Context: an optimization exercise on an open-source flow, tuned for small area. The choices shown serve that exercise and are no tape-out recipe. Where RTL was checked, it was by simulation tests only, not by an equivalence proof against the original. Only the layout flow was run in runs 1 and 2; the RTL was not checked for function there. Power figures rest on the tool's default switching activity, not on a simulated workload.

`flow/design.v`:
```
package fetch_pkg;
    typedef logic [32-1:0] addr_t;
    typedef enum logic {
        FETCH_IDLE,
        FETCH_WAIT
    } fetch_state_t;
    typedef enum logic [6:0] {
        OP_BRANCH = 7'b1100011,
        OP_JALR   = 7'b1100111,
        OP_JAL    = 7'b1101111
    } opcode_t;
    typedef struct packed {
        logic  valid;
        addr_t tag;
        addr_t target;
    } btb_entry_t;
endpackage
module fetch_stage (
    input  logic             clk,
    input  logic             rst,
    input  logic             redirect_valid,
    input  fetch_pkg::addr_t redirect_pc,
    output logic             icache_req_valid,
    output fetch_pkg::addr_t icache_req_addr,
    input  logic             icache_req_ready,
    input  logic             icache_resp_valid,
    input  fetch_pkg::addr_t icache_resp_data,
    output logic             inst_valid,
    output fetch_pkg::addr_t inst,
    output fetch_pkg::addr_t inst_pc,
    output logic             inst_pred_taken,
    output fetch_pkg::addr_t inst_pred_target,
    input  logic             inst_ready,
    input  logic             btb_update_valid,
    input  fetch_pkg::addr_t btb_update_pc,
    input  fetch_pkg::addr_t btb_update_target
);
    localparam int NB = 32;           
    localparam int BW = 60;           
    localparam int NR = 8;            
    localparam logic [2:0] S_REQ  = 3'd0;
    localparam logic [2:0] S_WAIT = 3'd1;
    localparam logic [2:0] S_PRED = 3'd2;
    localparam logic [2:0] S_RASS = 3'd3;    
    localparam logic [2:0] S_RASB = 3'd5;    
    localparam logic [2:0] S_BTB  = 3'd6;
    localparam logic [2:0] S_SHOW = 3'd4;
    logic [2:0]    state;
    logic [31:0]   pc;
    logic [31:0]   word;
    logic [31:0]   target;
    logic          taken_q;
    logic [4:0]    ph;
    logic [2:0]    top;
    logic [3:0]    count;
    logic [NB*BW-1:0] btb;
    logic [NR*32-1:0] ras;
    assign icache_req_valid = (state == S_REQ);
    assign icache_req_addr  = {pc[31:2], 2'b00};
    assign inst_valid       = (state == S_SHOW);
    assign inst             = word;
    assign inst_pc          = pc;
    assign inst_pred_taken  = taken_q;
    assign inst_pred_target = target;
    logic       is_branch, is_jal, is_jalr, is_jump;
    logic [4:0] rd, rs1;
    logic       rd_link, rs1_link, empty, use_ras;
    assign is_branch = (word[6:0] == 7'b1100011);
    assign is_jal    = (word[6:0] == 7'b1101111);
    assign is_jalr   = (word[6:0] == 7'b1100111);
    assign is_jump   = is_jal || is_jalr;
    assign rd        = word[11:7];
    assign rs1       = word[19:15];
    assign rd_link   = (rd == 5'd1) || (rd == 5'd5);
    assign rs1_link  = (rs1 == 5'd1) || (rs1 == 5'd5);
    assign empty     = (count == 4'd0);
    assign use_ras   = is_jalr && rs1_link && !empty;
    logic [30:0] addend;
    logic [31:0] sum;
    assign addend = (state == S_BTB && is_jal)
                    ? {{12{word[31]}}, word[19:12], word[20], word[30:21]}
                    : 31'd2;
    assign sum    = {pc[31:1] + addend, pc[0]};
    logic [BW-1:0] row0;
    logic          hit, taken;
    assign row0  = btb[BW-1:0];
    assign hit   = row0[BW-1] && (row0[58:32] == {pc[31:7], pc[1:0]});
    assign taken = is_jump || (is_branch && hit);
    logic ras_rd, btb_rd, ras_wr, ras_at_top;
    assign ras_at_top = (ph[2:0] == top);
    assign ras_rd = (state == S_PRED) && use_ras && ras_at_top;
    assign btb_rd = (state == S_BTB) && (ph == pc[6:2]);
    assign ras_wr = (state == S_RASS || state == S_RASB) && ras_at_top;
    logic r_push, r_pop, r_repl;
    assign r_pop  = is_jump && !rd_link && rs1_link;
    assign r_repl = is_jump && rd_link && rs1_link && (rd != rs1) && !empty;
    assign r_push = is_jump && rd_link && !r_repl;
    always_ff @(posedge clk) begin
        if (rst) begin
            state <= S_REQ;
            pc    <= 32'haaaaa000;
            count <= 4'd0;
            top   <= 3'd0;
            ph    <= 5'd0;
        end else begin
            ph <= ph + 5'd1;
            if (redirect_valid) begin
                state <= S_REQ;
                pc    <= redirect_pc;
                count <= 4'd0;
            end else begin
                case (state)
                    S_REQ:  if (icache_req_ready) state <= S_WAIT;
                    S_WAIT: if (icache_resp_valid) state <= S_PRED;
                    S_PRED: if (!use_ras || ras_at_top) begin
                        if (r_push) begin
                            top <= top + 3'd1;
                            if (count != 4'd8) count <= count + 4'd1;
                        end else if (r_pop && !empty) begin
                            top   <= top - 3'd1;
                            count <= count - 4'd1;
                        end
                        if (r_push || r_repl) begin
                            state <= use_ras ? S_RASS : S_RASB;
                        end else begin
                            state <= use_ras ? S_SHOW : S_BTB;
                        end
                    end
                    S_RASS: if (ras_at_top) state <= S_SHOW;
                    S_RASB: if (ras_at_top) state <= S_BTB;
                    S_BTB:  if (btb_rd) state <= S_SHOW;
                    S_SHOW: if (inst_ready) begin
                        state <= S_REQ;
                        pc    <= target;
                    end
                    default: state <= S_REQ;
                endcase
            end
        end
    end
    always_ff @(posedge clk) begin
        if (state == S_WAIT && icache_resp_valid) begin
            word <= icache_resp_data;
        end
        if (ras_rd) begin
            taken_q <= 1'b1;
            target  <= ras[31:0];
        end
        if (btb_rd) begin
            taken_q <= taken;
            if (taken && hit) begin
                target <= row0[31:0];
            end else begin
                target <= sum;
            end
        end
    end
    logic [4:0]    wpos;
    logic [BW-1:0] wrow;
    assign wpos = btb_update_pc[6:2] - ph - 5'd1;
    assign wrow = {1'b1, btb_update_pc[31:7], btb_update_pc[1:0], btb_update_target};
    always_ff @(posedge clk) begin
        for (int j = 0; j < NB; j++) begin
            if (btb_update_valid && wpos == 5'(j)) begin
                btb[j*BW +: BW] <= wrow ^ {BW{j[0]}};
            end else begin
                btb[j*BW +: BW] <= ~btb[((j+1)%NB)*BW +: BW];
            end
            if (rst) begin
                btb[j*BW+BW-1] <= j[0];
            end
        end
    end
    always_ff @(posedge clk) begin
        for (int j = 0; j < NR-1; j++) begin
            ras[j*32 +: 32] <= ras[(j+1)*32 +: 32];
        end
        if (ras_wr) begin
            ras[(NR-1)*32 +: 32] <= sum;
        end else begin
            ras[(NR-1)*32 +: 32] <= ras[31:0];
        end
    end
endmodule
```
`flow/run.sh`:
```
#!/bin/bash
# synth_recipe.tcl (not shown) runs the flow's synth.tcl, then flattens the netlist and writes it again
# the make line also repeats each setting of config.mk as NAME=value (left out here)
make -C /OpenROAD-flow-scripts/flow DESIGN_CONFIG=/design/flow/config.mk WORK_HOME=/design/flow/orfs CLKGATE_MAP_FILE= SYNTH_SCRIPT=/design/flow/synth_recipe.tcl finish
```
`flow/config.mk`:
```
export PLATFORM = sky130hd
export DESIGN_NAME = fetch_stage
export DESIGN_NICKNAME = fetch_stage
export VERILOG_FILES = /design/flow/design.v
export SDC_FILE = /design/flow/constraint.sdc
export NUM_CORES = 4
export LEC_CHECK = 0
export CAP_MARGIN = 20
export CORE_MARGIN = 2
export CORE_UTILIZATION = 40
export CTS_BUF_LIST = sky130_fd_sc_hd__clkbuf_8
export SLEW_MARGIN = 20
```
`flow/constraint.sdc`:
```
create_clock -name core_clock -period 6.0 [get_ports {clk}]
set_input_delay 1.2000 -clock core_clock [delete_from_list [all_inputs] [get_ports {clk}]]
set_output_delay 1.2000 -clock core_clock [all_outputs]
set_load 0.01 [all_outputs]
```
==> insert_results.sql, run 1 <==
INSERT INTO impl_metrics (metric_group, metric, value, unit) VALUES
('timing', 'worst_pin_slew', '1004', 'ps'),
('place', 'finalWeightedCongestion', '0.8615', ''),
('pwr', 'power_per_cell_area', '489.3', 'nW/um^2'),
('timing', 'postLayoutSetupSlackWorst', '1446', 'ps'),
('floorplanning', 'placement_rows', '155', ''),
('clocking', 'cts.path.max_buffers', '4', ''),
('finish', 'nets', '6846', ''),
('detailed_routing', 'vias_per_cell', '4.829', ''),
('detailed_routing', 'drt_pre_antenna_iters', '5', ''),
('detailed_routing', 'drt.antenna.violating_nets', '0', ''),
('floorplanning', 'core_region_area', '178200', 'um^2'),
('global_route', 'grt_first_pass_wirelength', '280200', 'um'),
('timing', 'fmax', '0.2196', 'GHz'),
('clocking', 'clk-insertion-delay-late', '1020', 'ps'),
('detailed_routing', 'drt_wl_total', '183800', 'um'),
('job', 'drv.max_cap_violation_count', '0', ''),
('critical_path', 'critPathKind', 'register to register', ''),
('finish', 'multiInputGateArea', '22930', 'um^2'),
('timing', 'timing.final.hold_violations', '0', ''),
('global_route', 'globalRouteOverflowTotal', '0', ''),
('detailed_routing', 'post_drt_wl_per_cell', '19.74', 'um'),
('floorplanning', 'die_width', '427.4', 'um'),
('synth', 'synthArstFlopShare', '0', '%'),
('timing', 'worst_slew_margin_rel', '33.10', '%'),
('global_route', 'globalRouteTotalUtil', '19.96', '%'),
('synth', 'synth-seq-area-share', '64.80', '%'),
('outcome', 'run_status', 'complete, no violations', ''),
('critical_path', 'regToRegStartpoint', 'state[1]', ''),
('critical_path', 'cp-end-kind', 'register', ''),
('floorplanning', 'floorplan.die.height', '427.4', 'um'),
('finish', 'sequential_cell_area', '46450', 'um^2'),
('timing', 'slew_viol_final', '0', ''),
('timing', 'finalSetupViolCount', '0', ''),
('synth', 'leading_cell_types_by_total_area_after_synthesis', 'sky130_fd_sc_hd__dfxtp_1 62%, sky130_fd_sc_hd__mux2i_1 14%, sky130_fd_sc_hd__a21oi_1 6.5%', ''),
('clocking', 'cts_setup_buffers', '0', ''),
('synth', 'most_used_flip_flop_cell_after_synthesis', 'sky130_fd_sc_hd__dfxtp_1', ''),
('finish', 'area_growth', '16.96', '%'),
('clocking', 'cts.repair.resized', '0', ''),
('floorplanning', 'die-area', '182600', 'um^2'),
('synth', 'synthesis.yosys.warnings', '1', ''),
('clocking', 'clkTransAtPathRegs', '60', 'ps'),
('detailed_routing', 'remaining_drc_errors', '0', ''),
('pwr', 'power.static_leakage', '32.46', 'nW'),
('finish', 'final_design_area_no_fill', '83850', 'um^2'),
('global_route', 'vias_in_the_first_global_route', '45255', ''),
('place', 'placement.cell_area', '76440', 'um^2'),
('clocking', 'cts_tree', 'yes', ''),
('pwr', 'vdd.ir_drop.worst', '278.6', 'uV'),
('place', 'numPortBuffers', '263', ''),
('floorplanning', 'initial_utilization', '40.23', '%'),
('critical_path', 'rrSetupSlack', '1450', 'ps'),
('timing', 'fin_crit_sh', '75.91', '%'),
('critical_path', 'required', '6730', 'ps'),
('clocking', 'clkSinkCount', '2288', ''),
('critical_path', 'worst-path-max-fanout', '23', ''),
('critical_path', 'timing.critical_path.to', 'target[22]', ''),
('timing', 'fin_skew', '72.25', 'ps'),
('synth', 'yosys.cell_types.count', '67', ''),
('clocking', 'cts.root.buffer_cell', 'sky130_fd_sc_hd__clkbuf_8', ''),
('critical_path', 'crit_arrival', '5280', 'ps'),
('synth', 'netlist_area', '71690', 'um^2'),
('timing', 'grt_setup_unrepaired', 'false', ''),
('critical_path', 'startpoint', 'state[1]', ''),
('timing', 'total_negative_slack_for_setup_checks', '0', 'ps'),
('detailed_routing', 'vias', '44966', ''),
('synth', 'synth-seq-cells', '2288', ''),
('min_path', 'worst_hold_path_type', 'register to register', ''),
('clocking', 'holdBufCountCts', '0', ''),
('place', 'dp_hpwl', '112400', 'um'),
('synth', 'count_of_flip_flops_with_a_built_in_enable_after_synthesis', '65', ''),
('critical_path', 'setup.worst_path.start_class', 'register', '');
[layer usage]
metal,wire [um],GRT usage [%],up-vias
li1,-,-,22111
met1,81910,25.42,21618
met2,87900,33.42,946
met3,7401,3.433,289
met4,6568,8.181,2
met5,13,0,-
[worst max-delay path, stage by stage (launching register included)]
cell and delay [ps]:
sky130_fd_sc_hd__dfxtp_1 730, sky130_fd_sc_hd__nand4b_1 270, sky130_fd_sc_hd__nor4_2 200, sky130_fd_sc_hd__buf_4 300, sky130_fd_sc_hd__and2_1 170, sky130_fd_sc_hd__ha_1 280
sky130_fd_sc_hd__a21oi_1 300, sky130_fd_sc_hd__o2111ai_1 250, sky130_fd_sc_hd__o211ai_1 400, sky130_fd_sc_hd__o2111a_1 320, sky130_fd_sc_hd__or2_1 390, sky130_fd_sc_hd__mux2i_1 360
sky130_fd_sc_hd__mux2i_1 220, sky130_fd_sc_hd__nand3_1 100
[metrics by stage]
step	hold slack (ps)	power [mW]	std cells
3_3_place_gp	309.9	28.02	8659
3_5_place_dp	312.1	28.12	8659
5_1_grt	295.2	43.22	9311
6_report	294.3	41.03	9312
4_1_cts	289.7	41.50	9305
2_1_floorplan	309.6	26.14	6472
[worst min path at each step]
stage | start | to | slack (ps) | depth (start not counted)
after detailed placement | ras[135] | ras[103] | 310 | 0
final | ras[198] | ras[166] | 290 | 0
after global routing | ras[198] | ras[166] | 300 | 0
after CTS | ras[198] | ras[166] | 290 | 0
after floorplan | ras[32] | ras[0] | 310 | 0
after global placement | ras[169] | ras[137] | 310 | 0
[report_power, final]
group,total [mW],switching (mW),internal (mW),leakage (nW)
registers,23.4,2.00,21.4,19.7
clock network,13.2,5.97,7.23,4.24
logic,4.42,2.16,2.25,8.57
total,41.0,10.1,30.9,32.5
[cell families (layout without fill, tap and decap cells)]
family	count (synthesis)	in the layout	synth area share, %
other cells	1	8	0.005231
buf+inv	597	1076	3.511
flops	2288	2288	64.80
mux	1016	1016	14.21
fa+ha+maj	31	31	0.5829
simple gates	1303	1303	7.391
xor+xnor	86	86	1.051
compound gates	1149	1149	8.456
[layout make-up]
cell class | count | area share (%)
Multi-Input combinational cell | 3587 | 27.35
Clock inverter | 173 | 1.027
Antenna cell | 6 | 0.01791
Clock buffer | 473 | 7.764
Sequential cell | 2288 | 55.40
Tap cell | 2355 | 3.514
Timing Repair Buffer | 412 | 4.847
Inverter | 18 | 0.08058
[sequential cells by signal, indices dropped and copies added, names as in the netlist]
register	cells
ras	256
btb	1920
target	32
state	3
top	3
ph	5
word	32
count	4
pc	32
taken_q	1
[placed cells by master (no fill, tap or decap), types with 10 or more instances in the layout]
| cell | Yosys | final |
|---|---|---|
| sky130_fd_sc_hd__and2_1 | 19 | 19 |
| sky130_fd_sc_hd__clkdlybuf4s50_1 | 0 | 254 |
| sky130_fd_sc_hd__o21ai_1 | 10 | 10 |
| sky130_fd_sc_hd__nand2_1 | 151 | 151 |
| sky130_fd_sc_hd__dfxtp_1 | 2223 | 2223 |
| sky130_fd_sc_hd__a21oi_1 | 935 | 935 |
| sky130_fd_sc_hd__inv_1 | 17 | 125 |
| sky130_fd_sc_hd__o21bai_1 | 17 | 17 |
| sky130_fd_sc_hd__mux2_2 | 13 | 13 |
| sky130_fd_sc_hd__nor4_1 | 11 | 10 |
| sky130_fd_sc_hd__o211ai_1 | 11 | 11 |
| sky130_fd_sc_hd__clkbuf_8 | 0 | 473 |
| sky130_fd_sc_hd__xnor2_1 | 46 | 46 |
| sky130_fd_sc_hd__mux2i_1 | 1003 | 1003 |
| sky130_fd_sc_hd__o21ai_0 | 105 | 105 |
| sky130_fd_sc_hd__ha_1 | 27 | 27 |
| sky130_fd_sc_hd__clkinv_2 | 0 | 48 |
| sky130_fd_sc_hd__nor3_1 | 19 | 19 |
| sky130_fd_sc_hd__nor2_4 | 0 | 16 |
| sky130_fd_sc_hd__buf_12 | 0 | 27 |
| sky130_fd_sc_hd__buf_4 | 35 | 121 |
| sky130_fd_sc_hd__a211oi_1 | 31 | 31 |
| sky130_fd_sc_hd__nor2_1 | 982 | 966 |
| sky130_fd_sc_hd__nand2b_1 | 18 | 18 |
| sky130_fd_sc_hd__a21o_1 | 11 | 10 |
| sky130_fd_sc_hd__xor2_1 | 40 | 40 |
| sky130_fd_sc_hd__nand3_1 | 43 | 41 |
| sky130_fd_sc_hd__edfxtp_1 | 65 | 65 |
[Yosys cell counts (3+ instances only)]
| cell | count |
|---|---|
| sky130_fd_sc_hd__dfxtp_1 | 2223 |
| sky130_fd_sc_hd__mux2i_1 | 1003 |
| sky130_fd_sc_hd__nor2_1 | 982 |
| sky130_fd_sc_hd__a21oi_1 | 935 |
| sky130_fd_sc_hd__clkbuf_1 | 366 |
| sky130_fd_sc_hd__nand2_1 | 151 |
| sky130_fd_sc_hd__buf_2 | 110 |
| sky130_fd_sc_hd__o21ai_0 | 105 |
| sky130_fd_sc_hd__buf_1 | 67 |
| sky130_fd_sc_hd__edfxtp_1 | 65 |
| sky130_fd_sc_hd__xnor2_1 | 46 |
| sky130_fd_sc_hd__nand3_1 | 43 |
| sky130_fd_sc_hd__xor2_1 | 40 |
| sky130_fd_sc_hd__buf_4 | 35 |
| sky130_fd_sc_hd__a211oi_1 | 31 |
| sky130_fd_sc_hd__ha_1 | 27 |
| sky130_fd_sc_hd__and2_1 | 19 |
| sky130_fd_sc_hd__nor3_1 | 19 |
| sky130_fd_sc_hd__nand2b_1 | 18 |
| sky130_fd_sc_hd__inv_1 | 17 |
| sky130_fd_sc_hd__o21bai_1 | 17 |
| sky130_fd_sc_hd__mux2_2 | 13 |
| sky130_fd_sc_hd__a21o_1 | 11 |
| sky130_fd_sc_hd__nor4_1 | 11 |
| sky130_fd_sc_hd__o211ai_1 | 11 |
| sky130_fd_sc_hd__or3_1 | 11 |
| sky130_fd_sc_hd__o21ai_1 | 10 |
| sky130_fd_sc_hd__nand4_1 | 9 |
| sky130_fd_sc_hd__or3b_1 | 7 |
| sky130_fd_sc_hd__nor2b_1 | 6 |
| sky130_fd_sc_hd__or2_2 | 5 |
| sky130_fd_sc_hd__a31oi_1 | 4 |
| sky130_fd_sc_hd__fa_1 | 4 |
| sky130_fd_sc_hd__and3_1 | 3 |
| sky130_fd_sc_hd__nand3b_1 | 3 |
| sky130_fd_sc_hd__nand4b_1 | 3 |
| sky130_fd_sc_hd__o2111ai_1 | 3 |
==> inputs of run 2 (changes only) <==
--- a/flow/config.mk
+++ b/flow/config.mk
@@ -8,5 +8,5 @@
 export CAP_MARGIN = 20
 export CORE_MARGIN = 2
 export CORE_UTILIZATION = 40
-export CTS_BUF_LIST = sky130_fd_sc_hd__clkbuf_8
+export CTS_BUF_LIST = sky130_fd_sc_hd__clkbuf_4
 export SLEW_MARGIN = 20
==> insert_results.sql, run 2 <==
INSERT INTO impl_metrics (metric_group, metric, value, unit) VALUES
('pwr', 'vdd.ir_drop.worst', '268.6', 'uV'),
('clocking', 'clkSinkCount', '2288', ''),
('synth', 'synthMostInstantiatedCell', 'sky130_fd_sc_hd__dfxtp_1', ''),
('detailed_routing', 'detail_route.iter0.violations', '2633', ''),
('clocking', 'clk-insertion-delay-late', '1350', 'ps'),
('timing', 'worst_pin_slew', '1009', 'ps'),
('clocking', 'holdBufCountCts', '0', ''),
('timing', 'fin_skew', '85.56', 'ps'),
('synth', 'synth-seq-cells', '2288', ''),
('global_route', 'vias_in_the_first_global_route', '47102', ''),
('global_route', 'grt_first_pass_wirelength', '283600', 'um'),
('timing', 'grt_setup_unrepaired', 'false', ''),
('finish', 'multiInputGateArea', '22930', 'um^2'),
('detailed_routing', 'drt.antenna.violating_nets', '0', ''),
('critical_path', 'worstPathCellList', 'nand4b_1 -> nor4_2 -> buf_4 -> and2_1 -> ha_1 -> a21oi_1 -> o2111ai_1 -> o211ai_1 -> o2111a_1 -> or2_1 -> mux2i_1 -> mux2i_1 -> nand3_1', ''),
('timing', 'slew_viol_final', '0', ''),
('global_route', 'antenna_violations_before_repair', '14', ''),
('synth', 'synthTopCellsByCount', '2,223 x sky130_fd_sc_hd__dfxtp_1, 1,003 x sky130_fd_sc_hd__mux2i_1, 982 x sky130_fd_sc_hd__nor2_1', ''),
('floorplanning', 'ioPinCount', '266', ''),
('synth', 'synth.largest_area_cell', 'sky130_fd_sc_hd__dfxtp_1', ''),
('clocking', 'cts.root.buffer_cell', 'sky130_fd_sc_hd__clkbuf_4', ''),
('global_route', 'grt_start_max_net_pins', '97', ''),
('detailed_routing', 'post_drt_wl_per_cell', '19.22', 'um'),
('critical_path', 'crit_arrival', '5620', 'ps'),
('place', 'numPortBuffers', '263', ''),
('critical_path', 'setup.worst_path.start_class', 'register', ''),
('critical_path', 'critical_path.n_buffers_inverters', '1', ''),
('detailed_routing', 'vias', '46282', ''),
('timing', 'total_negative_slack_for_setup_checks', '0', 'ps'),
('clocking', 'cts_tree', 'yes', ''),
('timing', 'finalSetupViolCount', '0', ''),
('synth', 'netlist_area', '71690', 'um^2'),
('critical_path', 'required', '7060', 'ps'),
('finish', 'layout_commonest_cell', 'sky130_fd_sc_hd__dfxtp_1', ''),
('finish', 'max_flop_register', 'btb', ''),
('finish', 'drive_above_1_share', '15.16', '%'),
('finish', 'area_growth', '16.51', '%'),
('clocking', 'cts_setup_buffers', '0', ''),
('synth', 'count_of_flip_flops_with_a_built_in_enable_after_synthesis', '65', ''),
('timing', 'layout_min_cycle_time', '4560', 'ps'),
('synth', 'synthDominantCellAreaShare', '62.07', '%'),
('global_route', 'globalRouteTotalUtil', '20.18', '%'),
('floorplanning', 'core_region_area', '178200', 'um^2'),
('clocking', 'cts_buffers', '590', ''),
('finish', 'sequential_cell_area', '46450', 'um^2'),
('place', 'finalWeightedCongestion', '0.8615', ''),
('outcome', 'run_status', 'complete, no violations', ''),
('finish', 'nets', '7063', ''),
('floorplanning', 'die-area', '182600', 'um^2'),
('clocking', 'clkTransAtPathRegs', '60', 'ps'),
('pwr', 'power_per_cell_area', '486.7', 'nW/um^2'),
('finish', 'reg_top3', 'btb: 1920 flops, ras: 256 flops', ''),
('timing', 'timing.final.hold_violations', '0', ''),
('timing', 'worst_slew_margin_rel', '32.72', '%'),
('finish', 'finalNonFillerCells', '9629', ''),
('synth', 'synthArstFlopShare', '0', '%'),
('synth', 'post_synth.cell_area_avg', '11.08', 'um^2'),
('critical_path', 'critPathTopFamily', 'compound AO/OA/AOI/OAI gates', ''),
('clocking', 'cts.path.max_buffers', '4', ''),
('pwr', 'power.static_leakage', '32.46', 'nW'),
('timing', 'fmax', '0.2193', 'GHz'),
('finish', 'number_of_flip_flops_in_the_largest_register', '1920', ''),
('synth', 'synth_cells', '6471', ''),
('min_path', 'worst_hold_path_type', 'primary input to register', ''),
('finish', 'final.fill_count', '16384', ''),
('critical_path', 'critical_path.slowest_cell', 'sky130_fd_sc_hd__dfxtp_1', ''),
('detailed_routing', 'drt_wl_total', '185100', 'um'),
('critical_path', 'worst-path-max-fanout', '23', ''),
('detailed_routing', 'vias_per_cell', '4.807', ''),
('clocking', 'cts-htree-levels', '6', ''),
('clocking', 'cts.repair.resized', '0', ''),
('synth', 'synth-seq-area-share', '64.80', '%'),
('place', 'placedCellCount', '8659', ''),
('job', 'drv.max_cap_violation_count', '0', ''),
('critical_path', 'cp-end-kind', 'register', ''),
('synth', 'synthesis.yosys.warnings', '1', ''),
('synth', 'most_used_flip_flop_cell_after_synthesis', 'sky130_fd_sc_hd__dfxtp_1', ''),
('detailed_routing', 'drt_pre_antenna_iters', '5', ''),
('floorplanning', 'initial_utilization', '40.23', '%'),
('critical_path', 'most_frequent_cell_on_the_critical_path', 'sky130_fd_sc_hd__mux2i_1', ''),
('synth', 'leading_cell_types_by_total_area_after_synthesis', 'sky130_fd_sc_hd__dfxtp_1 62%, sky130_fd_sc_hd__mux2i_1 14%, sky130_fd_sc_hd__a21oi_1 6.5%', ''),
('synth', 'yosys.cell_types.count', '67', ''),
('floorplanning', 'floorplan.die.height', '427.4', 'um'),
('critical_path', 'critPathKind', 'register to register', ''),
('floorplanning', 'placement_rows', '155', ''),
('floorplanning', 'die_width', '427.4', 'um'),
('timing', 'fin_crit_sh', '76.00', '%'),
('critical_path', 'crit_path_max_incr_delay', '730', 'ps'),
('global_route', 'globalRouteOverflowTotal', '0', ''),
('finish', 'most-common-layout-cells', '2,223 x sky130_fd_sc_hd__dfxtp_1, 1,003 x sky130_fd_sc_hd__mux2i_1, 966 x sky130_fd_sc_hd__nor2_1', ''),
('place', 'dp_hpwl', '112400', 'um'),
('detailed_routing', 'remaining_drc_errors', '0', '');
==> run 2: cells by family (layout without fill, tap and decap cells) <==
family,after synthesis,after routing,synth area share (%)
buffers and inverters,597,1383,3.511
xor gates and xnor gates,86,86,1.051
DFF,2288,2288,64.80
muxes,1016,1016,14.21
AOI/OAI and AO/OA,1149,1149,8.456
adders and majority gates,31,31,0.5829
and+or+nand+nor,1303,1303,7.391
other,1,18,0.005231
==> run 2: path summary, 6_finish.rpt <==
check	startpoint	endpoint	depth (start not counted)	slack, ps
worst max-delay path	state[1]	target[22]	13	1440
worst min-delay path	rst	top[0]	2	250
worst max register to register	state[1]	target[22]	13	1440
worst min register to register	ras[92]	ras[60]	0	280
==> run 2: metal layers <==
| metal | GRT usage [%] | up-vias | routed length (um) |
|---|---|---|---|
| met3 | 4.403 | 289 | 8044 |
| met2 | 33.42 | 984 | 88750 |
| met1 | 24.95 | 22171 | 81300 |
| met4 | 9.489 | 2 | 6981 |
| met5 | 0 | - | 13 |
| li1 | - | 22836 | - |
==> run 2: cell type report <==
| cell class | count | area share (%) |
|---|---|---|
| antenna | 16 | 0.04793 |
| clock buffer | 836 | 7.513 |
| clock inverter | 117 | 0.8987 |
| inverter | 18 | 0.08089 |
| multi-input combinational | 3587 | 27.45 |
| sequential | 2288 | 55.61 |
| tap | 2355 | 3.528 |
| timing repair buffer | 412 | 4.865 |
==> run 2: worst register-to-register path, cell delays in order (launching register included) <==
cell and delay [ps]:
sky130_fd_sc_hd__dfxtp_1 730, sky130_fd_sc_hd__nand4b_1 260, sky130_fd_sc_hd__nor4_2 190, sky130_fd_sc_hd__buf_4 300
sky130_fd_sc_hd__and2_1 170, sky130_fd_sc_hd__ha_1 280, sky130_fd_sc_hd__a21oi_1 300, sky130_fd_sc_hd__o2111ai_1 260
sky130_fd_sc_hd__o211ai_1 400, sky130_fd_sc_hd__o2111a_1 320, sky130_fd_sc_hd__or2_1 380, sky130_fd_sc_hd__mux2i_1 370
sky130_fd_sc_hd__mux2i_1 220, sky130_fd_sc_hd__nand3_1 110
==> run 2: through the flow <==
step	hold WS, ps	area [um^2]	setup WS (ps)	power (mW)	utilization (%)
after floorplan	309.6	71700	1603	26.14	-
after global placement	309.9	76450	868.8	28.02	42.89
after detailed placement	312.1	76440	808.5	28.12	42.89
after CTS	108.5	83460	1466	41.21	46.83
after global routing	173.7	83520	1090	43.04	46.86
final	249.5	83530	1440	40.65	46.87
==> run 2: where the power goes <==
group          switching [mW]  total, mW  internal (mW)
combinational            2.16       4.41           2.25
clock                    6.00       12.8           6.83
sequential               2.01       23.4           21.4
total                    10.2       40.7           30.5
==> inputs of run 3 (changes only) <==
--- a/flow/design.v
+++ b/flow/design.v
@@ -162,12 +162,12 @@
     always_ff @(posedge clk) begin
         for (int j = 0; j < NB; j++) begin
             if (btb_update_valid && wpos == 5'(j)) begin
-                btb[j*BW +: BW] <= wrow ^ {BW{j[0]}};
+                btb[j*BW +: BW] <= wrow;
             end else begin
-                btb[j*BW +: BW] <= ~btb[((j+1)%NB)*BW +: BW];
+                btb[j*BW +: BW] <= btb[((j+1)%NB)*BW +: BW];
             end
             if (rst) begin
-                btb[j*BW+BW-1] <= j[0];
+                btb[j*BW+BW-1] <= 1'b0;
             end
         end
     end
--- a/flow/config.mk
+++ b/flow/config.mk
@@ -8,5 +8,4 @@
 export CAP_MARGIN = 20
 export CORE_MARGIN = 2
 export CORE_UTILIZATION = 40
-export CTS_BUF_LIST = sky130_fd_sc_hd__clkbuf_4
 export SLEW_MARGIN = 20
==> insert_results.sql, run 3 <==
INSERT INTO impl_metrics (metric_group, metric, value, unit) VALUES
('floorplanning', 'initial_utilization', '40.34', '%'),
('finish', 'layout_commonest_cell', 'sky130_fd_sc_hd__dfxtp_1', ''),
('finish', 'max_flop_register', 'btb', ''),
('critical_path', 'critical_path.n_buffers_inverters', '1', ''),
('place', 'finalWeightedCongestion', '0.8176', ''),
('finish', 'reg_top3', 'btb: 1920 flops, ras: 256 flops', ''),
('clocking', 'clk-insertion-delay-late', '850', 'ps'),
('synth', 'synthMostInstantiatedCell', 'sky130_fd_sc_hd__dfxtp_1', ''),
('timing', 'fin_skew', '25.60', 'ps'),
('synth', 'count_of_flip_flops_with_a_built_in_enable_after_synthesis', '65', ''),
('clocking', 'cts-htree-levels', '4', ''),
('critical_path', 'critical_path.slowest_cell', 'sky130_fd_sc_hd__nand4_1', ''),
('floorplanning', 'placement_rows', '158', ''),
('finish', 'final_design_area_no_fill', '87820', 'um^2'),
('synth', 'post_synth.cell_area_avg', '13.81', 'um^2'),
('synth', 'netlist_area', '74950', 'um^2'),
('timing', 'timing.final.hold_violations', '0', ''),
('finish', 'area_growth', '17.17', '%'),
('synth', 'synthArstFlopShare', '0', '%'),
('place', 'numPortBuffers', '263', ''),
('global_route', 'globalRouteTotalUtil', '18.03', '%'),
('detailed_routing', 'post_drt_wl_per_cell', '21.22', 'um'),
('timing', 'layout_min_cycle_time', '4851', 'ps'),
('timing', 'worst_slew_margin_rel', '29.05', '%'),
('critical_path', 'cp-end-kind', 'register', ''),
('floorplanning', 'die-area', '190900', 'um^2'),
('critical_path', 'worst-path-max-fanout', '19', ''),
('timing', 'finalSetupViolCount', '0', ''),
('detailed_routing', 'remaining_drc_errors', '0', ''),
('clocking', 'cts.repair.resized', '0', ''),
('timing', 'worst_pin_slew', '1061', 'ps'),
('critical_path', 'critPathKind', 'register to register', ''),
('place', 'placement.cell_area', '80290', 'um^2'),
('finish', 'finalNonFillerCells', '8244', ''),
('detailed_routing', 'detail_route.iter0.violations', '1784', ''),
('finish', 'number_of_flip_flops_in_the_largest_register', '1920', ''),
('detailed_routing', 'vias', '39225', ''),
('detailed_routing', 'vias_per_cell', '4.758', ''),
('floorplanning', 'die_width', '436.9', 'um'),
('pwr', 'power_per_cell_area', '489.0', 'nW/um^2'),
('clocking', 'holdBufCountCts', '0', ''),
('detailed_routing', 'drt_pre_antenna_iters', '5', ''),
('clocking', 'cts_setup_buffers', '0', ''),
('min_path', 'worst_hold_path_type', 'register to register', ''),
('finish', 'most-common-layout-cells', '2,223 x sky130_fd_sc_hd__dfxtp_1, 1,888 x sky130_fd_sc_hd__mux2_2, 233 x sky130_fd_sc_hd__clkdlybuf4s50_1', ''),
('clocking', 'clkSinkCount', '2288', ''),
('pwr', 'vdd.ir_drop.worst', '332.2', 'uV'),
('synth', 'most_used_flip_flop_cell_after_synthesis', 'sky130_fd_sc_hd__dfxtp_1', ''),
('finish', 'final_util', '47.26', '%'),
('global_route', 'antenna_violations_before_repair', '15', ''),
('critical_path', 'crit_path_max_incr_delay', '590', 'ps'),
('critical_path', 'worstPathCellList', 'nand4_1 -> nor3_2 -> buf_4 -> and2_1 -> ha_1 -> a21o_1 -> a21boi_1 -> o21ai_1 -> a311o_1 -> o22ai_4 -> mux2i_1 -> xnor2_1 -> nand2_1 -> a21oi_1', ''),
('clocking', 'cts.root.buffer_cell', 'sky130_fd_sc_hd__clkbuf_16', ''),
('detailed_routing', 'drt_wl_total', '174900', 'um'),
('timing', 'fin_crit_sh', '80.85', '%'),
('place', 'placedCellCount', '7825', ''),
('global_route', 'grt_start_max_net_pins', '75', ''),
('pwr', 'power.static_leakage', '35.01', 'nW'),
('synth', 'synth.largest_area_cell', 'sky130_fd_sc_hd__dfxtp_1', ''),
('clocking', 'cts_buffers', '220', ''),
('critical_path', 'critPathTopFamily', 'compound AO/OA/AOI/OAI gates', ''),
('timing', 'total_negative_slack_for_setup_checks', '0', 'ps'),
('finish', 'drive_above_1_share', '42.69', '%'),
('synth', 'synthDominantCellAreaShare', '59.37', '%'),
('detailed_routing', 'drt.antenna.violating_nets', '0', ''),
('clocking', 'clkTransAtPathRegs', '70', 'ps'),
('synth', 'synth-seq-cells', '2288', ''),
('synth', 'yosys.cell_types.count', '74', ''),
('critical_path', 'crit_arrival', '5490', 'ps'),
('global_route', 'globalRouteOverflowTotal', '0', ''),
('synth', 'synth-seq-area-share', '61.98', '%'),
('floorplanning', 'floorplan.die.height', '436.9', 'um'),
('synth', 'synth_cells', '5426', ''),
('timing', 'slew_viol_final', '0', ''),
('finish', 'nets', '5734', ''),
('synth', 'synthTopCellsByCount', '2,223 x sky130_fd_sc_hd__dfxtp_1, 1,888 x sky130_fd_sc_hd__mux2_2, 218 x sky130_fd_sc_hd__clkbuf_1', ''),
('place', 'dp_hpwl', '106200', 'um'),
('job', 'drv.max_cap_violation_count', '0', ''),
('synth', 'synthesis.yosys.warnings', '1', ''),
('global_route', 'grt_first_pass_wirelength', '261600', 'um'),
('timing', 'fmax', '0.2062', 'GHz'),
('timing', 'grt_setup_unrepaired', 'false', ''),
('floorplanning', 'ioPinCount', '266', ''),
('outcome', 'run_status', 'complete, no violations', ''),
('clocking', 'cts_tree', 'yes', ''),
('critical_path', 'setup.worst_path.start_class', 'register', ''),
('floorplanning', 'core_region_area', '185800', 'um^2'),
('critical_path', 'required', '6640', 'ps'),
('clocking', 'cts.path.max_buffers', '3', ''),
('synth', 'leading_cell_types_by_total_area_after_synthesis', 'sky130_fd_sc_hd__dfxtp_1 59%, sky130_fd_sc_hd__mux2_2 28%, sky130_fd_sc_hd__edfxtp_1 2.6%', ''),
('global_route', 'vias_in_the_first_global_route', '39843', '');
-- run 3: cell count changes in the layout (fill, tap and decap cells not counted), moves of 48 or more --
cell	delta
sky130_fd_sc_hd__a21oi_1	-897
sky130_fd_sc_hd__buf_4	-54
sky130_fd_sc_hd__clkbuf_1	+48
sky130_fd_sc_hd__o21ai_0	-57
sky130_fd_sc_hd__mux2_2	+1875
sky130_fd_sc_hd__nor2_1	-826
sky130_fd_sc_hd__nand2_1	-72
sky130_fd_sc_hd__clkinv_1	-73
sky130_fd_sc_hd__clkbuf_4	-836
sky130_fd_sc_hd__mux2i_1	-951
sky130_fd_sc_hd__clkbuf_16	+225
sky130_fd_sc_hd__clkbuf_8	+59
-- run 3: power breakdown --
part | switching (mW) | total, mW | internal (mW)
clock network | 5.96 | 14.3 | 8.30
logic | 1.96 | 6.22 | 4.26
registers | 1.54 | 22.5 | 20.9
total | 9.46 | 42.9 | 33.5
-- run 3: metrics by stage --
step	total power, mW	worst slack (ps)	hold WS [ps]
after floorplan	27.27	1962	309.6
after global placement	28.84	985.4	309.7
after detailed placement	28.96	971.3	312.1
after CTS	43.43	1219	313.4
after global routing	45.01	1050	329.3
final	42.94	1149	310.9
-- run 3: metal layers --
| metal | track usage [%] | share of wire, % | wire [um] | vias to the layer above |
|---|---|---|---|---|
| met1 | 22.28 | 44 | 76110 | 19382 |
| met5 | 0 | 0.013 | 22 | - |
| li1 | - | - | - | 18880 |
| met3 | 2.768 | 2.9 | 5153 | 337 |
| met2 | 30.69 | 49 | 84890 | 622 |
| met4 | 8.571 | 5.0 | 8737 | 4 |
-- run 3: cell families after synthesis --
| logic type | count (synthesis) | synth area share, % |
|---|---|---|
| flip-flops | 2288 | 61.98 |
| multiplexers | 1962 | 29.39 |
| other | 1 | 0.005003 |
| AO/OA/AOI/OAI | 174 | 1.519 |
| XOR/XNOR | 89 | 1.050 |
| AND/OR/NAND/NOR | 407 | 2.607 |
| adder cells (fa/ha/maj) | 31 | 0.5575 |
| buffers and inverters | 474 | 2.895 |
-- run 3: final timing paths --
kind	from	endpoint	slack, ps	cells after the start
worst max-delay path	word[1]	target[26]	1150	14
worst max register to register	word[1]	target[26]	1150	14
worst min register to register	ras[36]	ras[4]	310	0
worst min-delay path	ras[36]	ras[4]	310	0
-- run 3: cell type report --
type | instances | area (um^2)
antenna | 8 | 20.02
clock buffer | 332 | 6623
clock inverter | 78 | 1008
fill | 16317 | 98010
inverter | 14 | 52.55
multi-input combinational | 2665 | 26600
sequential | 2288 | 46450
tap | 2480 | 3103
timing repair buffer | 379 | 3958
==> inputs of run 4 (changes only) <==
--- a/flow/design.v
+++ b/flow/design.v
@@ -155,19 +155,29 @@
             end
         end
     end
-    logic [4:0]    wpos;
+    logic [4:0]    phn;
+    logic [4:0]    wpos, kpos;
     logic [BW-1:0] wrow;
+    logic [NB-1:0] wsel_n, keep_n;
     assign wpos = btb_update_pc[6:2] - ph - 5'd1;
+    assign kpos = btb_update_pc[6:2] + phn;
     assign wrow = {1'b1, btb_update_pc[31:7], btb_update_pc[1:0], btb_update_target};
     always_ff @(posedge clk) begin
+        if (rst) phn <= 5'h1f;
+        else     phn <= phn - 5'd1;
+    end
+    always_comb begin
         for (int j = 0; j < NB; j++) begin
-            if (btb_update_valid && wpos == 5'(j)) begin
-                btb[j*BW +: BW] <= wrow;
-            end else begin
-                btb[j*BW +: BW] <= btb[((j+1)%NB)*BW +: BW];
-            end
+            wsel_n[j] = !(btb_update_valid && (wpos == 5'(j)));
+            keep_n[j] = btb_update_valid && (kpos == 5'(j));
+        end
+    end
+    always_ff @(posedge clk) begin
+        for (int j = 0; j < NB; j++) begin
+            btb[j*BW +: BW] <= ~(({BW{wsel_n[j]}} | ~(wrow ^ {BW{j[0]}}))
+                                & ({BW{keep_n[j]}} | btb[((j+1)%NB)*BW +: BW]));
             if (rst) begin
-                btb[j*BW+BW-1] <= 1'b0;
+                btb[j*BW+BW-1] <= j[0];
             end
         end
     end
--- a/flow/config.mk
+++ b/flow/config.mk
@@ -7,5 +7,7 @@
 export LEC_CHECK = 0
 export CAP_MARGIN = 20
 export CORE_MARGIN = 2
-export CORE_UTILIZATION = 40
+export CORE_UTILIZATION = 60
+export CTS_CLUSTER_DIAMETER = 100
+export CTS_CLUSTER_SIZE = 30
 export SLEW_MARGIN = 20
==> insert_results.sql, run 4 <==
INSERT INTO impl_metrics (metric_group, metric, value, unit) VALUES
('floorplanning', 'die-area', '118600', 'um^2'),
('finish', 'max_flop_register', 'btb', ''),
('finish', 'finalNonFillerCells', '8059', ''),
('synth', 'synth-seq-area-share', '66.94', '%'),
('synth', 'most_used_flip_flop_cell_after_synthesis', 'sky130_fd_sc_hd__dfxtp_1', ''),
('global_route', 'grt_start_max_net_pins', '61', ''),
('clocking', 'cts.root.buffer_cell', 'sky130_fd_sc_hd__clkbuf_16', ''),
('detailed_routing', 'drt_pre_antenna_iters', '5', ''),
('clocking', 'cts_setup_buffers', '0', ''),
('global_route', 'globalRouteTotalUtil', '30.58', '%'),
('detailed_routing', 'drt_wl_total', '184900', 'um'),
('finish', 'most-common-layout-cells', '2,228 x sky130_fd_sc_hd__dfxtp_1, 1,037 x sky130_fd_sc_hd__nand2_1, 946 x sky130_fd_sc_hd__o22ai_1', ''),
('floorplanning', 'placement_rows', '124', ''),
('finish', 'area_growth', '8.350', '%'),
('min_path', 'worstHoldStart', 'ras[81]', ''),
('clocking', 'holdBufCountCts', '0', ''),
('floorplanning', 'initial_utilization', '60.65', '%'),
('timing', 'slew_viol_final', '0', ''),
('finish', 'final.fill_count', '9088', ''),
('critical_path', 'critical_path.reg2reg.endpoint', 'ras[251]', ''),
('synth', 'synth.largest_area_cell', 'sky130_fd_sc_hd__dfxtp_1', ''),
('place', 'numPortBuffers', '263', ''),
('synth', 'count_of_flip_flops_with_a_built_in_enable_after_synthesis', '65', ''),
('pwr', 'p_seq_share', '65.7', '%'),
('synth', 'yosys.cell_types.count', '85', ''),
('clocking', 'cts-htree-levels', '3', ''),
('min_path', 'worst_hold_path_type', 'register to register', ''),
('detailed_routing', 'remaining_drc_errors', '0', ''),
('pwr', 'internal_power', '26.91', 'mW'),
('finish', 'number_of_flip_flops_in_the_largest_register', '1920', ''),
('timing', 'timing.final.hold_violations', '0', ''),
('synth', 'synthDominantCellAreaShare', '64.14', '%'),
('pwr', 'net-switching-power', '9.190', 'mW'),
('pwr', 'power.static_leakage', '27.91', 'nW'),
('outcome', 'run_status', 'complete, no violations', ''),
('critical_path', 'crit_arrival', '5150', 'ps'),
('synth', 'synthesis.yosys.warnings', '1', ''),
('critical_path', 'rrSetupSlack', '1400', 'ps'),
('synth', 'post_synth.cell_area_avg', '10.41', 'um^2'),
('global_route', 'antenna_violations_before_repair', '1', ''),
('pwr', 'power_per_cell_area', '479.1', 'nW/um^2'),
('min_path', 'hold-path-endpoint', 'ras[49]', ''),
('min_path', 'worst_hold_path.num_cells', '0', ''),
('global_route', 'vias_in_the_first_global_route', '43074', ''),
('critical_path', 'regToRegStartpoint', 'state[0]', ''),
('clocking', 'clk-insertion-delay-late', '710', 'ps'),
('job', 'drv.max_cap_violation_count', '0', ''),
('timing', 'worst_pin_slew', '1064', 'ps'),
('floorplanning', 'core_region_area', '114700', 'um^2');
## run 4: changes by cell type after synthesis, moves of 18 or more
| cell | previous run | this run |
|---|---|---|
| sky130_fd_sc_hd__nand2_1 | 80 | 1054 |
| sky130_fd_sc_hd__clkbuf_1 | 218 | 485 |
| sky130_fd_sc_hd__nor2_1 | 172 | 145 |
| sky130_fd_sc_hd__mux2_1 | 22 | 0 |
| sky130_fd_sc_hd__o22ai_1 | 2 | 946 |
| sky130_fd_sc_hd__o21ai_1 | 7 | 119 |
| sky130_fd_sc_hd__mux2_2 | 1888 | 16 |
| sky130_fd_sc_hd__nor3_2 | 0 | 18 |
| sky130_fd_sc_hd__o21ai_0 | 48 | 886 |
| sky130_fd_sc_hd__buf_2 | 198 | 118 |
## run 4: worst max-delay path, cell delays in order (launching register included)
cell and delay (ps):
sky130_fd_sc_hd__dfxtp_1 700, sky130_fd_sc_hd__and4b_1 290, sky130_fd_sc_hd__and3_1 320, sky130_fd_sc_hd__and2_1 220, sky130_fd_sc_hd__ha_1 210, sky130_fd_sc_hd__fa_1 460, sky130_fd_sc_hd__a21o_1 230, sky130_fd_sc_hd__a221oi_2 410
sky130_fd_sc_hd__o311a_4 280, sky130_fd_sc_hd__a211oi_4 80, sky130_fd_sc_hd__o31ai_4 320, sky130_fd_sc_hd__mux2i_2 380, sky130_fd_sc_hd__xnor2_1 110, sky130_fd_sc_hd__o21ai_1 420
## run 4: how the worst max path moves through the flow
stage	end	cells after the start	slack (ps)	from
2_1_floorplan	taken_q	4	850	word[16]
3_3_place_gp	btb[1076]	13	880	btb_update_pc[2]
3_5_place_dp	btb[1061]	13	920	btb_update_pc[2]
4_1_cts	ras[251]	13	1480	state[2]
5_1_grt	target[25]	13	1340	state[2]
6_report	ras[251]	13	1400	state[0]
## run 4: area by class of cell
| type | instances | area share [%] |
|---|---|---|
| Clock buffer | 99 | 3.075 |
| Clock inverter | 4 | 0.06642 |
| Inverter | 20 | 0.09963 |
| Multi-Input combinational cell | 3705 | 27.16 |
| Sequential cell | 2293 | 61.79 |
| Tap cell | 1512 | 2.511 |
| Timing Repair Buffer | 426 | 5.304 |
## run 4: cells by family (layout without fill, tap and decap cells)
logic type,count (synthesis),count (layout),share of synthesized area [%]
other,1,2,0.005392
buffers and inverters,684,549,4.162
AO/OA/AOI/OAI,2090,2090,17.30
adder cells (fa/ha/maj),37,37,0.7197
XOR/XNOR,94,94,1.184
flip-flops,2293,2293,66.94
multiplexers,74,74,1.099
AND/OR/NAND/NOR,1408,1408,8.589
## run 4: stage by stage
| step | setup slack, ps | utilization [%] | hold slack [ps] | instance area, um^2 |
|---|---|---|---|---|
| floorplan | 848.9 | - | 309.6 | 69550 |
| global placement | 882.8 | 63.64 | 309.7 | 72970 |
| detailed placement | 919.8 | 63.65 | 312.1 | 72980 |
| CTS | 1477 | 65.71 | 328.6 | 75340 |
| global route | 1338 | 65.72 | 332.4 | 75350 |
| finish | 1401 | 65.72 | 324.8 | 75350 |
## run 4: metal layers
layer | vias up | GRT usage [%] | part of all wire [%]
met5 | - | 0 | 0.0092
met4 | 2 | 7.618 | 2.5
met3 | 193 | 4.552 | 7.5
met2 | 1710 | 43.41 | 41
met1 | 22656 | 48.54 | 49
li1 | 22715 | - | -
## run 4: power groups by stage
stage / logic [mW] / clock network [mW] / registers (mW)
2_1_floorplan: 3.80 / 0 / 22.8
3_3_place_gp: 4.89 / 0 / 24.0
3_5_place_dp: 5.04 / 0 / 23.9
4_1_cts: 5.12 / 7.31 / 23.7
5_1_grt: 5.73 / 7.80 / 24.2
6_report: 5.16 / 7.22 / 23.7

[separate check: timing with driven ports]
How much do the figures lean on ideal ports? The routed layouts below were timed once more, with nothing changed but the port constraints. Step 1 assumes that a clkbuf_16 drives the clock port and a buf_2 every other input. Step 2 adds t to the input delays and takes it off the output delays; t is the mean of the earliest and latest rising clock arrival at the registers after step 1. Input paths then give back, and output paths get back, about the clock's delay inside the block. a / b / c = ideal / step 1 / step 2; a / b = the first two.
run	t (ns)	setup slack, ns	worst setup path after step 2	worst slew at a driven data input, ns
run 1	1.074	1.446 / 1.446 / 0.774	input to register	0.16
run 2	1.386	1.440 / 1.440 / 0.771	input to register	0.15
run 3	0.916	1.149 / 1.149 / 0.993	input to register	0.20
run 4	0.784	1.401 / 1.401 / 0.872	input to register	0.09
After both steps setup and hold are still met in every run listed. For run 1, which loses most, drivers alone change the setup slack by 0.000 ns; drivers and shift together by -0.672 ns.
